This is an optimization exercise on Yosys and OpenROAD, whose aim is small area, not a production implementation. Where RTL was checked, it was by simulation tests only, not by an equivalence proof against the original. Power is estimated from default activity; no workload was simulated.

==> inputs of branch raven <==
==> flow/design.v <==
`timescale 1ns/100ps
`default_nettype none
module riscvTop (
    input  logic        clk,
    input  logic        rst,
    input  logic [31:0] mem_rdata,
    input  logic        mem_ready,
    output logic [14:0] mem_addr,
    output logic [31:0] mem_wdata,
    output logic        mem_we,
    output logic        mem_strobe
);
    localparam logic [3:0] S_FETCH  = 4'b1000;   
    localparam logic [3:0] S_FETCH2 = 4'b1001;   
    localparam logic [3:0] S_RS1    = 4'b1010;   
    localparam logic [3:0] S_RS2    = 4'b1011;   
    localparam logic [3:0] S_RDATA  = 4'b1100;   
    localparam logic [3:0] S_WRA    = 4'b1110;   
    localparam logic [3:0] S_WRR    = 4'b1111;   
    localparam logic [3:0] S_ADDR   = 4'b0000;   
    localparam logic [3:0] S_SHR    = 4'b0001;   
    localparam logic [3:0] S_Z0     = 4'b0010;   
    localparam logic [3:0] S_P32    = 4'b0011;   
    localparam logic [3:0] S_SL     = 4'b0100;   
    localparam logic [3:0] S_PCINC  = 4'b0101;   
    localparam logic [1:0] T_OP    = 2'd0;
    localparam logic [1:0] T_LOAD  = 2'd1;
    localparam logic [1:0] T_STORE = 2'd2;
    logic [3:0]  state;
    logic [14:0] pc;
    logic [31:0] w;
    logic [16:0] im;
    logic [3:0]  idx;
    logic [2:0]  f3;
    logic [1:0]  typ;
    logic [4:0]  cnt;
    logic        c;
    logic isOp;
    logic isLoad;
    logic isStore;
    assign isOp = !typ[0] && !typ[1];
    assign isLoad = typ[0];
    assign isStore = typ[1];
    logic        is32;
    logic [4:0]  major;
    logic        dLui;
    logic        dOp;
    logic        dLoad;
    logic        dStore;
    assign is32 = mem_rdata[1:0] == 2'b11;
    assign major = mem_rdata[6:2];
    assign dLui = is32 && major == 5'b01101;
    assign dOp = is32 && major == 5'b00100;
    assign dLoad = is32 && major == 5'b00000;
    assign dStore = is32 && major == 5'b01000;
    logic inFetch;
    logic inFetch2;
    logic inRs1;
    logic inRs2;
    logic inRdata;
    logic inWrite;
    logic inAddr;
    logic inShr;
    logic inZ0;
    logic inP32;
    logic inSl;
    logic inPcInc;
    assign inFetch = state == S_FETCH;
    assign inFetch2 = state == S_FETCH2;
    assign inRs1 = state == S_RS1;
    assign inRs2 = state == S_RS2;
    assign inRdata = state[3] && state[2] && !state[1];
    assign inWrite = state[3] && state[2] && state[1];
    assign inAddr = state == S_ADDR;
    assign inShr = state == S_SHR;
    assign inZ0 = state == S_Z0;
    assign inP32 = state == S_P32;
    assign inSl = !state[3] && state[2] && !state[0];
    assign inPcInc = !state[3] && state[2] && state[0];
    logic x;
    logic y;
    logic last;
    logic cmp;
    logic flip;
    logic ax;
    logic ay;
    logic sum;
    logic cout;
    assign x = w[0];
    assign y = im[0];
    assign last = &cnt;
    assign cmp = inP32 && isOp && f3[2:1] == 2'b01;
    assign flip = cmp && !f3[0] && last;
    assign ax = x ^ flip;
    assign ay = y ^ cmp ^ flip;
    assign sum = ax ^ ay ^ c;
    assign cout = (ax & ay) | (ax & c) | (ay & c);
    logic aluBit;
    always_comb begin
        if (!f3[2]) aluBit = !f3[1] & sum;
        else if (!f3[1]) aluBit = x ^ y;
        else if (!f3[0]) aluBit = x | y;
        else aluBit = x & y;
    end
    logic fill;
    assign fill = (isOp ? im[10] : !f3[2]) & w[31];
    logic keep;
    assign keep = f3[1] || (!cnt[4] && (f3[0] || !cnt[3]));
    logic [1:0] lane;
    logic [4:0] target;
    logic       hit;
    logic       hit0;
    assign lane = f3[1] ? 2'b00 : {im[1], im[0] & !f3[0]};
    assign target = isOp ? im[4:0] : {lane, 3'b000};
    assign hit = (cnt ^ {5{inSl}}) == target;
    assign hit0 = cnt == 5'd0;
    logic nb;
    always_comb begin
        if (inShr) nb = isOp ? fill : x;
        else if (inZ0) nb = isStore & x;
        else if (inP32) nb = isLoad ? (keep ? x : fill) : aluBit;
        else nb = x;
    end
    logic shW;
    logic setLt;
    logic [3:0] ldW;
    assign shW = inAddr || (inShr && !hit) || (inZ0 && !hit0) || inP32 || inSl;
    assign setLt = cmp && last;
    always_comb begin
        ldW = 4'b0000;
        if (mem_ready) begin
            if ((inFetch && dLui) || inRs1 || inRdata) ldW = 4'b1111;
            if (inRs2) ldW = {f3[1], f3[1], f3[1] | f3[0], 1'b1};
        end
    end
    logic [31:0] ldData;
    logic [31:0] shData;
    logic [31:0] ldMask;
    logic        holdW;
    assign ldData = {mem_rdata[31:12], mem_rdata[11:0] & {12{!inFetch}}};
    assign shData = {nb, w[31:2], setLt ? !cout : w[1]};
    assign ldMask = {{8{ldW[3]}}, {8{ldW[2]}}, {8{ldW[1]}}, {8{ldW[0]}}};
    assign holdW = !shW;
    assign mem_strobe = state[3];
    assign mem_we = inWrite;
    always_comb begin
        if (!state[2] && !state[1]) mem_addr = pc;
        else if (state[2] && !state[0]) mem_addr = im[16:2];
        else mem_addr = {11'd0, idx};
    end
    assign mem_wdata = w;
    always_ff @(posedge clk) begin
        w <= (ldMask & ldData) | ({32{shW}} & shData) | (~ldMask & {32{holdW}} & w);
    end
    logic cntClr;
    logic cntInc;
    assign cntClr = state[3] && !(isStore && (inFetch2 || inRs2));
    assign cntInc = shW || inPcInc;
    always_ff @(posedge clk) begin
        if (cntClr) cnt <= 5'd0;
        else if (cntInc) cnt <= cnt + 5'd1;
    end
    always_ff @(posedge clk) begin
        if (rst) begin
            state <= S_FETCH;
            pc <= 15'h400;
        end else begin
            if (state[3] && mem_ready) begin
                c <= inRs1 ? (isOp && f3[2:1] == 2'b01) : 1'b1;
            end
            case (state)
                S_FETCH: begin
                    if (mem_ready) begin
                        f3 <= mem_rdata[14:12];
                        typ <= dLoad ? T_LOAD : dStore ? T_STORE : T_OP;
                        im <= dStore ? {{5{mem_rdata[31]}}, mem_rdata[31:25], mem_rdata[11:7]}
                                     : {{5{mem_rdata[31]}}, mem_rdata[31:20]};
                        idx <= mem_rdata[18:15];
                        if (dLui) begin
                            state <= S_FETCH2;
                        end else if (dOp || dLoad || dStore) begin
                            state <= S_RS1;
                        end else begin
                            state <= S_PCINC;
                        end
                    end
                end
                S_RS1: begin
                    if (mem_ready) begin
                        if (!isOp) begin
                            state <= S_ADDR;
                        end else if (f3 == 3'd5) begin
                            state <= S_SHR;
                        end else if (f3 == 3'd1) begin
                            state <= S_SL;
                        end else begin
                            state <= S_P32;
                        end
                    end
                end
                S_ADDR: begin
                    im <= {sum, im[16:1]};
                    c <= cout;
                    if (cnt[4]) state <= S_RDATA;
                end
                S_RDATA: begin
                    if (mem_ready) state <= S_SHR;
                end
                S_SHR: begin
                    if (hit) state <= S_FETCH2;
                end
                S_FETCH2: begin
                    if (mem_ready) begin
                        idx <= isStore ? mem_rdata[23:20] : mem_rdata[10:7];
                        state <= isStore ? S_RS2 : isLoad ? S_P32 : S_WRR;
                    end
                end
                S_RS2: begin
                    if (mem_ready) state <= S_Z0;
                end
                S_Z0: begin
                    if (hit0) begin
                        c <= 1'b1;
                        state <= isStore ? S_WRA : S_SL;
                    end
                end
                S_SL: begin
                    if (hit) state <= c ? S_FETCH2 : S_Z0;
                end
                S_P32: begin
                    im <= {im[16], im[16:1]};
                    c <= cout;
                    if (last) state <= isLoad ? S_WRR : S_FETCH2;
                end
                S_WRA, S_WRR: begin
                    if (mem_ready) state <= S_PCINC;
                end
                S_PCINC: begin
                    pc <= {pc[0] ^ c, pc[14:1]};
                    c <= pc[0] & c;
                    if (cnt[3:1] == 3'b111) state <= S_FETCH;
                end
                default: state <= S_FETCH;
            endcase
        end
    end
endmodule
`default_nettype wire
==> flow/flow/run.sh <==
#!/bin/bash
# The standard layout (standard.sh), with two changes:
# - synthesis maps the logic with an area-oriented ABC script (flow/abc_area.script,
#   used through ABC_AREA=1 in config.mk); registers are mapped exactly as before;
# - every input and output port gets the smallest buffer, sky130_fd_sc_hd__buf_1.
set -euo pipefail
rm -rf myscripts
cp -r "$FLOW_HOME/scripts" myscripts
cp flow/abc_area.script myscripts/abc_area.script
export SCRIPTS_DIR="$PWD/myscripts"
export BUFFER_PORTS_ARGS="-buffer_cell sky130_fd_sc_hd__buf_1"
bash standard.sh > standard_flow.log 2>&1
==> flow/flow/abc_area.script <==
strash
&get -n
&st
&deepsyn -T 10
&put
dch -f
amap -F 10
topo
==> flow/standard.sh <==
#!/bin/bash
# synth_recipe.tcl (not shown) runs the flow's synth.tcl, then flattens the netlist and writes it again
# the make line also repeats each setting of config.mk as NAME=value (left out here)
make -C /OpenROAD-flow-scripts/flow DESIGN_CONFIG=/design/flow/config.mk WORK_HOME=/design/flow/orfs CLKGATE_MAP_FILE= SYNTH_SCRIPT=/design/flow/synth_recipe.tcl "${@:-finish}"
==> flow/config.mk <==
export PLATFORM = sky130hd
export DESIGN_NAME = riscvTop
export DESIGN_NICKNAME = riscvTop
export VERILOG_FILES = /design/flow/design.v
export SDC_FILE = /design/flow/constraint.sdc
export NUM_CORES = 4
export LEC_CHECK = 0
export ABC_AREA = 1
export CAP_MARGIN = 0
export CORE_MARGIN = 2
export CORE_UTILIZATION = 40
export CTS_BUF_LIST = sky130_fd_sc_hd__clkbuf_8
export CTS_CLUSTER_SIZE = 30
export SLEW_MARGIN = 0
==> flow/constraint.sdc <==
create_clock -name core_clock -period 6.0 [get_ports {clk}]
set_input_delay 1.2000 -clock core_clock [delete_from_list [all_inputs] [get_ports {clk}]]
set_output_delay 1.2000 -clock core_clock [all_outputs]
set_load 0.01 [all_outputs]
==> branch zinc: changes against branch raven <==
--- a/flow/design.v
+++ b/flow/design.v
@@ -38,9 +38,9 @@
     logic isOp;
     logic isLoad;
     logic isStore;
-    assign isOp = !typ[0] && !typ[1];
-    assign isLoad = typ[0];
-    assign isStore = typ[1];
+    assign isOp = typ == T_OP;
+    assign isLoad = typ == T_LOAD;
+    assign isStore = typ == T_STORE;
     logic        is32;
     logic [4:0]  major;
     logic        dLui;
@@ -69,14 +69,14 @@
     assign inFetch2 = state == S_FETCH2;
     assign inRs1 = state == S_RS1;
     assign inRs2 = state == S_RS2;
-    assign inRdata = state[3] && state[2] && !state[1];
-    assign inWrite = state[3] && state[2] && state[1];
+    assign inRdata = state == S_RDATA;
+    assign inWrite = state == S_WRA || state == S_WRR;
     assign inAddr = state == S_ADDR;
     assign inShr = state == S_SHR;
     assign inZ0 = state == S_Z0;
     assign inP32 = state == S_P32;
-    assign inSl = !state[3] && state[2] && !state[0];
-    assign inPcInc = !state[3] && state[2] && state[0];
+    assign inSl = state == S_SL;
+    assign inPcInc = state == S_PCINC;
     logic x;
     logic y;
     logic last;
@@ -144,8 +144,8 @@
     assign mem_strobe = state[3];
     assign mem_we = inWrite;
     always_comb begin
-        if (!state[2] && !state[1]) mem_addr = pc;
-        else if (state[2] && !state[0]) mem_addr = im[16:2];
+        if (inFetch || inFetch2) mem_addr = pc;
+        else if (inRdata || state == S_WRA) mem_addr = im[16:2];
         else mem_addr = {11'd0, idx};
     end
     assign mem_wdata = w;
==> flow/flow/run.sh (replaced) <==
#!/bin/bash
# Standard layout, but with the smallest buffer on every input and output port.
set -euo pipefail
export BUFFER_PORTS_ARGS="-buffer_cell sky130_fd_sc_hd__buf_1"
bash standard.sh > standard_flow.log 2>&1
Settings changed: ABC_AREA 1 to default.
removed: flow/flow/abc_area.script
==> branch harbor: changes against branch raven <==
--- a/flow/design.v
+++ b/flow/design.v
@@ -38,9 +38,9 @@
     logic isOp;
     logic isLoad;
     logic isStore;
-    assign isOp = !typ[0] && !typ[1];
-    assign isLoad = typ[0];
-    assign isStore = typ[1];
+    assign isOp = typ == T_OP;
+    assign isLoad = typ == T_LOAD;
+    assign isStore = typ == T_STORE;
     logic        is32;
     logic [4:0]  major;
     logic        dLui;
@@ -69,14 +69,14 @@
     assign inFetch2 = state == S_FETCH2;
     assign inRs1 = state == S_RS1;
     assign inRs2 = state == S_RS2;
-    assign inRdata = state[3] && state[2] && !state[1];
-    assign inWrite = state[3] && state[2] && state[1];
+    assign inRdata = state == S_RDATA;
+    assign inWrite = state == S_WRA || state == S_WRR;
     assign inAddr = state == S_ADDR;
     assign inShr = state == S_SHR;
     assign inZ0 = state == S_Z0;
     assign inP32 = state == S_P32;
-    assign inSl = !state[3] && state[2] && !state[0];
-    assign inPcInc = !state[3] && state[2] && state[0];
+    assign inSl = state == S_SL;
+    assign inPcInc = state == S_PCINC;
     logic x;
     logic y;
     logic last;
@@ -88,7 +88,7 @@
     logic cout;
     assign x = w[0];
     assign y = im[0];
-    assign last = &cnt;
+    assign last = cnt == 5'd31;
     assign cmp = inP32 && isOp && f3[2:1] == 2'b01;
     assign flip = cmp && !f3[0] && last;
     assign ax = x ^ flip;
@@ -97,28 +97,33 @@
     assign cout = (ax & ay) | (ax & c) | (ay & c);
     logic aluBit;
     always_comb begin
-        if (!f3[2]) aluBit = !f3[1] & sum;
-        else if (!f3[1]) aluBit = x ^ y;
-        else if (!f3[0]) aluBit = x | y;
-        else aluBit = x & y;
-    end
-    logic fill;
-    assign fill = (isOp ? im[10] : !f3[2]) & w[31];
+        case (f3)
+            3'd0: aluBit = sum;
+            3'd4: aluBit = x ^ y;
+            3'd6: aluBit = x | y;
+            3'd7: aluBit = x & y;
+            default: aluBit = 1'b0;
+        endcase
+    end
     logic keep;
+    logic extBit;
     assign keep = f3[1] || (!cnt[4] && (f3[0] || !cnt[3]));
+    assign extBit = keep ? x : (!f3[2] & c);
     logic [1:0] lane;
     logic [4:0] target;
     logic       hit;
+    logic       hitInv;
     logic       hit0;
     assign lane = f3[1] ? 2'b00 : {im[1], im[0] & !f3[0]};
     assign target = isOp ? im[4:0] : {lane, 3'b000};
-    assign hit = (cnt ^ {5{inSl}}) == target;
+    assign hit = cnt == target;
+    assign hitInv = cnt == ~im[4:0];
     assign hit0 = cnt == 5'd0;
     logic nb;
     always_comb begin
-        if (inShr) nb = isOp ? fill : x;
+        if (inShr) nb = isOp ? (im[10] & w[31]) : x;
         else if (inZ0) nb = isStore & x;
-        else if (inP32) nb = isLoad ? (keep ? x : fill) : aluBit;
+        else if (inP32) nb = isLoad ? extBit : aluBit;
         else nb = x;
     end
     logic shW;
@@ -129,7 +134,8 @@
     always_comb begin
         ldW = 4'b0000;
         if (mem_ready) begin
-            if ((inFetch && dLui) || inRs1 || inRdata) ldW = 4'b1111;
+            if (inFetch && dLui) ldW = 4'b1111;
+            if (inRs1 || inRdata) ldW = 4'b1111;
             if (inRs2) ldW = {f3[1], f3[1], f3[1] | f3[0], 1'b1};
         end
     end
@@ -137,15 +143,15 @@
     logic [31:0] shData;
     logic [31:0] ldMask;
     logic        holdW;
-    assign ldData = {mem_rdata[31:12], mem_rdata[11:0] & {12{!inFetch}}};
+    assign ldData = (inFetch ? {mem_rdata[31:12], 12'd0} : mem_rdata);
     assign shData = {nb, w[31:2], setLt ? !cout : w[1]};
     assign ldMask = {{8{ldW[3]}}, {8{ldW[2]}}, {8{ldW[1]}}, {8{ldW[0]}}};
     assign holdW = !shW;
     assign mem_strobe = state[3];
     assign mem_we = inWrite;
     always_comb begin
-        if (!state[2] && !state[1]) mem_addr = pc;
-        else if (state[2] && !state[0]) mem_addr = im[16:2];
+        if (inFetch || inFetch2) mem_addr = pc;
+        else if (inRdata || state == S_WRA) mem_addr = im[16:2];
         else mem_addr = {11'd0, idx};
     end
     assign mem_wdata = w;
@@ -157,17 +163,13 @@
     assign cntClr = state[3] && !(isStore && (inFetch2 || inRs2));
     assign cntInc = shW || inPcInc;
     always_ff @(posedge clk) begin
-        if (cntClr) cnt <= 5'd0;
-        else if (cntInc) cnt <= cnt + 5'd1;
-    end
-    always_ff @(posedge clk) begin
         if (rst) begin
             state <= S_FETCH;
             pc <= 15'h400;
+            cnt <= 5'd0;
         end else begin
-            if (state[3] && mem_ready) begin
-                c <= inRs1 ? (isOp && f3[2:1] == 2'b01) : 1'b1;
-            end
+            if (cntClr) cnt <= 5'd0;
+            else if (cntInc) cnt <= cnt + 5'd1;
             case (state)
                 S_FETCH: begin
                     if (mem_ready) begin
@@ -175,9 +177,10 @@
                         typ <= dLoad ? T_LOAD : dStore ? T_STORE : T_OP;
                         im <= dStore ? {{5{mem_rdata[31]}}, mem_rdata[31:25], mem_rdata[11:7]}
                                      : {{5{mem_rdata[31]}}, mem_rdata[31:20]};
-                        idx <= mem_rdata[18:15];
+                        idx <= dLui ? mem_rdata[10:7] : mem_rdata[18:15];
+                        c <= 1'b1;
                         if (dLui) begin
-                            state <= S_FETCH2;
+                            state <= S_WRR;
                         end else if (dOp || dLoad || dStore) begin
                             state <= S_RS1;
                         end else begin
@@ -187,6 +190,7 @@
                 end
                 S_RS1: begin
                     if (mem_ready) begin
+                        c <= isOp && f3[2:1] == 2'b01;
                         if (!isOp) begin
                             state <= S_ADDR;
                         end else if (f3 == 3'd5) begin
@@ -201,7 +205,7 @@
                 S_ADDR: begin
                     im <= {sum, im[16:1]};
                     c <= cout;
-                    if (cnt[4]) state <= S_RDATA;
+                    if (cnt == 5'd16) state <= S_RDATA;
                 end
                 S_RDATA: begin
                     if (mem_ready) state <= S_SHR;
@@ -225,20 +229,27 @@
                     end
                 end
                 S_SL: begin
-                    if (hit) state <= c ? S_FETCH2 : S_Z0;
+                    if (hitInv) state <= c ? S_FETCH2 : S_Z0;
                 end
                 S_P32: begin
                     im <= {im[16], im[16:1]};
-                    c <= cout;
+                    if (isLoad) begin
+                        if (keep) c <= x;
+                    end else begin
+                        c <= cout;
+                    end
                     if (last) state <= isLoad ? S_WRR : S_FETCH2;
                 end
                 S_WRA, S_WRR: begin
-                    if (mem_ready) state <= S_PCINC;
+                    if (mem_ready) begin
+                        c <= 1'b1;
+                        state <= S_PCINC;
+                    end
                 end
                 S_PCINC: begin
                     pc <= {pc[0] ^ c, pc[14:1]};
                     c <= pc[0] & c;
-                    if (cnt[3:1] == 3'b111) state <= S_FETCH;
+                    if (cnt == 5'd14) state <= S_FETCH;
                 end
                 default: state <= S_FETCH;
             endcase
==> flow/flow/run.sh (replaced) <==
#!/bin/bash
# Standard layout, but with the smallest buffer on every input and output port.
set -euo pipefail
export BUFFER_PORTS_ARGS="-buffer_cell sky130_fd_sc_hd__buf_1"
bash standard.sh > standard_flow.log 2>&1
Settings changed: ABC_AREA 1 to default, CAP_MARGIN 0 to 20, CTS_CLUSTER_SIZE 30 to default, SLEW_MARGIN 0 to 20.
removed: flow/flow/abc_area.script
==> results.txt <==
Against branch zinc, the global-route usage of branch harbor is higher by 0.28 points. The highest combinational power belongs to branch harbor, the lowest to branch zinc. Of branch raven and branch harbor, branch harbor has the higher fmax (gap about 5%, measured against branch harbor). The highest worst setup slack belongs to branch harbor, the lowest to branch zinc. The lowest clock power belongs to branch raven, the highest to branch zinc. The highest clock-buffer cell count belongs to branch raven, the lowest to branch zinc. Core utilization, lowest first: branch zinc, branch harbor, branch raven. Die area: branch harbor is higher than branch raven (19%). Of branch zinc and branch raven, branch zinc has the higher power (gap about 4%, measured against branch raven).
Only the layout flow was run in branch raven; the RTL was not checked for function there.

-- separate check: timing with driven ports --
How much do the figures lean on ideal ports? The routed layouts below were timed once more, with nothing changed but the port constraints. Step 1 (the two cells are an assumption about what drives the block):
set clk [get_ports {clk}]
set_driving_cell -lib_cell sky130_fd_sc_hd__clkbuf_16 $clk
set_driving_cell -lib_cell sky130_fd_sc_hd__buf_2 [delete_from_list [all_inputs] $clk]
Step 2 adds t to the input delays and takes it off the output delays; t is the mean of the earliest and latest rising clock arrival at the registers after step 1. Input paths then give back, and output paths get back, about the clock's delay inside the block. Three values: no drivers, after step 1, after step 2; two values: the first two.
| run | shift t [ns] | setup slack, ns | latest minus earliest clock arrival (ns) |
|---|---|---|---|
| branch raven | 0.398 | 1.899 / 1.899 / 1.769 | 0.014 / 0.014 |
| branch zinc | 0.388 | 1.784 / 1.751 / 2.100 | 0.011 / 0.012 |
| branch harbor | 0.399 | 2.100 / 2.064 / 2.330 | 0.014 / 0.013 |
After both steps every run listed still meets setup and hold. The setup slack of branch raven, which loses most, moves by 0.000 ns with the drivers and by -0.130 ns with both steps.
